Context: an optimization exercise on an open-source flow, tuned for small area and a short achievable clock period. The choices shown serve that exercise and are no tape-out recipe. Where RTL was checked, it was by simulation tests only, not by an equivalence proof against the original.

the reference run:
==> flow/design.v <==
module hamwt_locator #(
  parameter int DATA_W    = 8,
  parameter int PKT_BEATS = 128,
  parameter int MAX_ONES  = 31,
  localparam int IDX_W    = $clog2(DATA_W * PKT_BEATS),
  localparam int WT_W     = $clog2(DATA_W * PKT_BEATS + 1)
) (
  input  logic                      clk,
  input  logic                      clear_n,
  input  logic                      pkt_starts,
  input  logic                      data_valid,
  input  logic [DATA_W-1:0]         bin_data,
  output logic [WT_W-1:0]           ham_wt,
  output logic [MAX_ONES*IDX_W-1:0] locn_ones,
  output logic                      loc_ovf,
  output logic                      done,
  output logic                      busy
);
  localparam int BEAT_W = (PKT_BEATS > 1) ? $clog2(PKT_BEATS) : 1;
  localparam int OFF_W  = (DATA_W > 1) ? $clog2(DATA_W) : 1;
  localparam int HI_W   = WT_W - OFF_W;
  localparam int NSLOT  = MAX_ONES;
  logic              busy_q;
  logic [BEAT_W-1:0] beat_q;
  logic [WT_W-1:0]   wt_q;
  logic [IDX_W-1:0]  locs_q [NSLOT];
  logic [WT_W-1:0]   ham_wt_q;
  logic [IDX_W-1:0]  locn_q [NSLOT];
  logic              ovf_q, done_q;
  logic              start, accept, last_beat, fin;
  logic [BEAT_W-1:0] base_beat, beat_inc;
  logic [WT_W-1:0]   wt_d;
  logic              ovf_d;
  logic [OFF_W-1:0]  rot;
  logic [DATA_W-1:0] d;
  localparam int HALF = DATA_W / 2;
  logic [HALF:0]     hc [2];
  logic [OFF_W-2:0]  hp [2][HALF];
  logic [DATA_W:0]   cnt_oh;
  logic [DATA_W-1:0] has;
  logic [OFF_W-1:0]  pos [DATA_W];
  logic [DATA_W-1:0] hit;
  logic [OFF_W-1:0]  off [DATA_W];
  logic [NSLOT-1:0]  filled, win, we, ld;
  logic [IDX_W-1:0]  locs_d [NSLOT];
  logic [IDX_W-1:0]  nv [DATA_W];
  logic              hold;
  function automatic integer rank_below(input integer m, input integer i);
    integer b;
    begin
      rank_below = 0;
      for (b = 0; b < 32; b = b + 1)
        if (b < i && ((m >> b) & 1) == 1) rank_below = rank_below + 1;
    end
  endfunction
  assign start     = pkt_starts & data_valid;
  assign accept    = data_valid & (start | busy_q);
  assign base_beat = start ? '0 : beat_q;
  assign rot       = start ? '0 : wt_q[OFF_W-1:0];
  assign last_beat = !start && (beat_q == BEAT_W'(PKT_BEATS - 1));
  assign fin       = accept & last_beat;
  always_comb begin
    for (int p = 0; p < DATA_W; p++) d[p] = bin_data[DATA_W - 1 - p];
    for (int h = 0; h < 2; h++) begin
      hc[h]  = '0;
      for (int j = 0; j < HALF; j++) hp[h][j] = '0;
      for (int m = 0; m < (1 << HALF); m++) begin
        logic t;
        int   c;
        t = 1'b1;
        c = 0;
        for (int i = 0; i < HALF; i++) begin
          t = t & (((m >> i) & 1) ? d[h*HALF+i] : !d[h*HALF+i]);
          c = c + ((m >> i) & 1);
        end
        hc[h][c] = hc[h][c] | t;
        for (int i = 0; i < HALF; i++)
          hp[h][rank_below(m, i)] = hp[h][rank_below(m, i)]
                             | ({(OFF_W-1){t & (((m >> i) & 1) == 1)}} & (OFF_W-1)'(i));
      end
    end
    cnt_oh = '0;
    for (int a = 0; a <= HALF; a++)
      for (int b = 0; b <= HALF; b++) cnt_oh[a+b] = cnt_oh[a+b] | (hc[0][a] & hc[1][b]);
    for (int j = 0; j < DATA_W; j++) begin
      has[j] = 1'b0;
      pos[j] = '0;
      for (int a = 0; a <= HALF; a++) begin
        if (j < a) begin
          has[j] = has[j] | hc[0][a];
          pos[j] = pos[j] | ({OFF_W{hc[0][a]}} & {1'b0, hp[0][j]});
        end else if (j - a < HALF) begin
          logic more;
          more = 1'b0;
          for (int b = j - a + 1; b <= HALF; b++) more = more | hc[1][b];
          has[j] = has[j] | (hc[0][a] & more);
          pos[j] = pos[j] | ({OFF_W{hc[0][a]}} & {1'b1, hp[1][j-a]});
        end
      end
    end
  end
  always_comb begin
    for (int r = 0; r < DATA_W; r++) begin
      hit[r] = 1'b0;
      off[r] = '0;
      for (int m = 0; m < DATA_W; m++)
        if (rot == OFF_W'(m)) begin
          hit[r] = has[(r - m + DATA_W) % DATA_W];
          off[r] = pos[(r - m + DATA_W) % DATA_W];
        end
    end
  end
  always_comb begin
    logic [OFF_W-1:0] lo_b, lo_n;
    logic [HI_W-1:0]  hi_q, hi_i;
    logic             cy;
    lo_b = start ? '0 : wt_q[OFF_W-1:0];
    hi_q = wt_q[WT_W-1:OFF_W];
    for (int i = 0; i < HI_W; i++) begin
      logic all_lo;
      all_lo = 1'b1;
      for (int j = 0; j < i; j++) all_lo = all_lo & hi_q[j];
      hi_i[i] = hi_q[i] ^ all_lo;
    end
    lo_n = '0;
    cy   = 1'b0;
    for (int n = 0; n <= DATA_W; n++)
      for (int l = 0; l < DATA_W; l++)
        if (cnt_oh[n] && lo_b == OFF_W'(l)) begin
          lo_n = OFF_W'(l + n);
          cy   = (l + n) >= DATA_W;
        end
    if (start) wt_d = {HI_W'(cy), lo_n};
    else       wt_d = {cy ? hi_i : hi_q, lo_n};
    ovf_d = !start && ((|hi_q[HI_W-1:2]) | (cy & (&hi_q[1:0])));
  end
  always_comb begin
    for (int i = 0; i < BEAT_W; i++) begin
      logic all_lo;
      all_lo = 1'b1;
      for (int j = 0; j < i; j++) all_lo = all_lo & beat_q[j];
      beat_inc[i] = beat_q[i] ^ all_lo;
    end
    if (start) beat_inc = BEAT_W'(1);
  end
  always_comb begin
    logic              sat;
    logic [4:0]        w5;
    sat = |wt_q[WT_W-1:5];
    w5  = wt_q[4:0];
    for (int k = 0; k < NSLOT; k++) begin
      filled[k] = 1'b0;
      win[k]    = 1'b0;
      for (int v = 0; v < 32; v++)
        if (w5 == 5'(v)) begin
          filled[k] = (v > k);
          win[k]    = (v <= k) && (k < v + DATA_W);
        end
      filled[k] = !start && (sat || filled[k]);
      win[k]    = start ? (k < DATA_W) : (busy_q && !sat && win[k]);
      we[k]     = data_valid & win[k];
    end
  end
  always_comb
    for (int r = 0; r < DATA_W; r++) nv[r] = {IDX_W{hit[r]}} & {base_beat, off[r]};
  always_comb
    for (int k = 0; k < NSLOT; k++)
      locs_d[k] = ({IDX_W{we[k]}}  & nv[k % DATA_W])
                | ({IDX_W{!we[k]}} & locs_q[k]);
  always_ff @(posedge clk)
    for (int k = 0; k < NSLOT; k++) locs_q[k] <= locs_d[k];
  always_comb begin
    hold = clear_n & !fin;
    for (int k = 0; k < NSLOT; k++)
      ld[k] = clear_n & fin & (filled[k] | win[k]);
  end
  always_ff @(posedge clk)
    for (int k = 0; k < NSLOT; k++)
      locn_q[k] <= ({IDX_W{ld[k]}} & locs_d[k]) | ({IDX_W{hold}} & locn_q[k]);
  always_ff @(posedge clk) begin
    if (accept) begin
      beat_q <= beat_inc;
      wt_q   <= wt_d;
    end
  end
  always_ff @(posedge clk) begin
    if (!clear_n) begin
      busy_q   <= 1'b0;
      ham_wt_q <= '0;
      ovf_q    <= 1'b0;
      done_q   <= 1'b0;
    end else begin
      done_q <= fin;
      if (accept) busy_q <= !last_beat;
      if (fin) begin
        ham_wt_q <= wt_d;
        ovf_q    <= ovf_d;
      end
    end
  end
  always_comb
    for (int k = 0; k < NSLOT; k++) locn_ones[k*IDX_W +: IDX_W] = locn_q[k];
  assign ham_wt  = ham_wt_q;
  assign loc_ovf = ovf_q;
  assign done    = done_q;
  assign busy    = busy_q;
endmodule
export LEC_CHECK = 0
export ABC_AREA = 1
export CAP_MARGIN = 20
export CORE_MARGIN = 2
export CORE_UTILIZATION = 40
export CTS_CLUSTER_DIAMETER = 80
export CTS_CLUSTER_SIZE = 30
export SLEW_MARGIN = 20
create_clock -name core_clock -period 14.0 [get_ports {clk}]
standard.sh (not shown) runs the stock make flow with config.mk's settings and CLKGATE_MAP_FILE= SYNTH_SCRIPT=/design/flow/synth_recipe.tcl, a recipe that flattens the netlist after the stock synthesis.
==> flow/flow/run.sh <==
#!/bin/bash
# The standard ORFS layout (standard.sh) with two changes to how the layout
# is made; the clock, I/O constraints and every other setting are the standard flow's:
#  - the timing repair steps aim for the setup margin in flow/margin.txt, so they
#    also work on paths the 14 ns clock leaves slack on;
#  - the port buffers are the plain sky130 buffer named in flow/portbuf.txt.
set -euo pipefail
MARGIN=$(cat flow/margin.txt)
PORTBUF=$(cat flow/portbuf.txt)
bash standard.sh SETUP_SLACK_MARGIN=$MARGIN "BUFFER_PORTS_ARGS=-buffer_cell $PORTBUF" finish > orfs_make.log 2>&1
==> flow/flow/margin.txt <==
9
==> flow/flow/portbuf.txt <==
sky130_fd_sc_hd__buf_1
[inputs] the trial run vs the reference run
--- a/flow/design.v
+++ b/flow/design.v
@@ -31,7 +31,6 @@
   logic [BEAT_W-1:0] base_beat, beat_inc;
   logic [WT_W-1:0]   wt_d;
   logic              ovf_d;
-  logic [OFF_W-1:0]  rot;
   logic [DATA_W-1:0] d;
   localparam int HALF = DATA_W / 2;
   logic [HALF:0]     hc [2];
@@ -56,7 +55,6 @@
   assign start     = pkt_starts & data_valid;
   assign accept    = data_valid & (start | busy_q);
   assign base_beat = start ? '0 : beat_q;
-  assign rot       = start ? '0 : wt_q[OFF_W-1:0];
   assign last_beat = !start && (beat_q == BEAT_W'(PKT_BEATS - 1));
   assign fin       = accept & last_beat;
   always_comb begin
@@ -100,14 +98,19 @@
     end
   end
   always_comb begin
+    logic [DATA_W-1:0] rsel;
+    for (int m = 0; m < DATA_W; m++) rsel[m] = (wt_q[OFF_W-1:0] == OFF_W'(m));
     for (int r = 0; r < DATA_W; r++) begin
       hit[r] = 1'b0;
       off[r] = '0;
-      for (int m = 0; m < DATA_W; m++)
-        if (rot == OFF_W'(m)) begin
-          hit[r] = has[(r - m + DATA_W) % DATA_W];
-          off[r] = pos[(r - m + DATA_W) % DATA_W];
-        end
+      for (int m = 0; m < DATA_W; m++) begin
+        hit[r] = hit[r] | (rsel[m] & has[(r - m + DATA_W) % DATA_W]);
+        off[r] = off[r] | ({OFF_W{rsel[m]}} & pos[(r - m + DATA_W) % DATA_W]);
+      end
+      if (start) begin
+        hit[r] = has[r];
+        off[r] = pos[r];
+      end
     end
   end
   always_comb begin
--- outcome ---
Netlist area before placement for the trial run: 0.0013 mm² up relative to the reference run. Comparing the two runs side by side, the trial run comes out behind the reference run on final wirelength. As far as post-synthesis register bit count goes, the reference run and the trial run are indistinguishable; the numbers are identical. Changes observed in the trial run relative to the reference run: post-synth net total +517; number of buffers other than clock buffers in the final layout saw an increase. Re depth of the most critical reg-to-reg path: the trial run is 4 up on the reference run. A start point of the critical path of bin_data[1] is what the trial run shows, while bin_data[5] belongs to the reference run.
For the trial run, only the layout was checked, not whether the RTL still works.

## what the ideal ports hide
In the flow no input, the clock included, has a driving cell. The finished layouts below were timed again as built, in two steps. Step 1 sets driving cells, clkbuf_16 on the clock port and buf_2 on the other inputs (assumed; they add their load-dependent delay and slew). Step 2 moves the port delays by t, midway between the first and last clock arrival at a register: inputs arrive t later, outputs are due t later. That takes back most of the time a late clock gives input paths. Slacks: no drivers / after step 1 / after step 2; pairs: no drivers / after step 1.
| run | shift t [ns] | slack for setup (ns) | hold slack, ns | worst setup path after step 2 | pins driven straight from the clock port |
|---|---|---|---|---|---|
| the reference run | 0.677 | 9.056 / 9.068 / 8.391 | 0.471 / 0.471 / 0.471 | input to register | 1 |
| the trial run | 0.658 | 8.861 / 8.846 / 8.188 | 0.458 / 0.458 / 0.458 | input to register | 1 |
After both steps every run listed still meets setup and hold. The setup slack of the trial run, which loses most, moves by -0.015 ns with the drivers and by -0.673 ns with both steps.
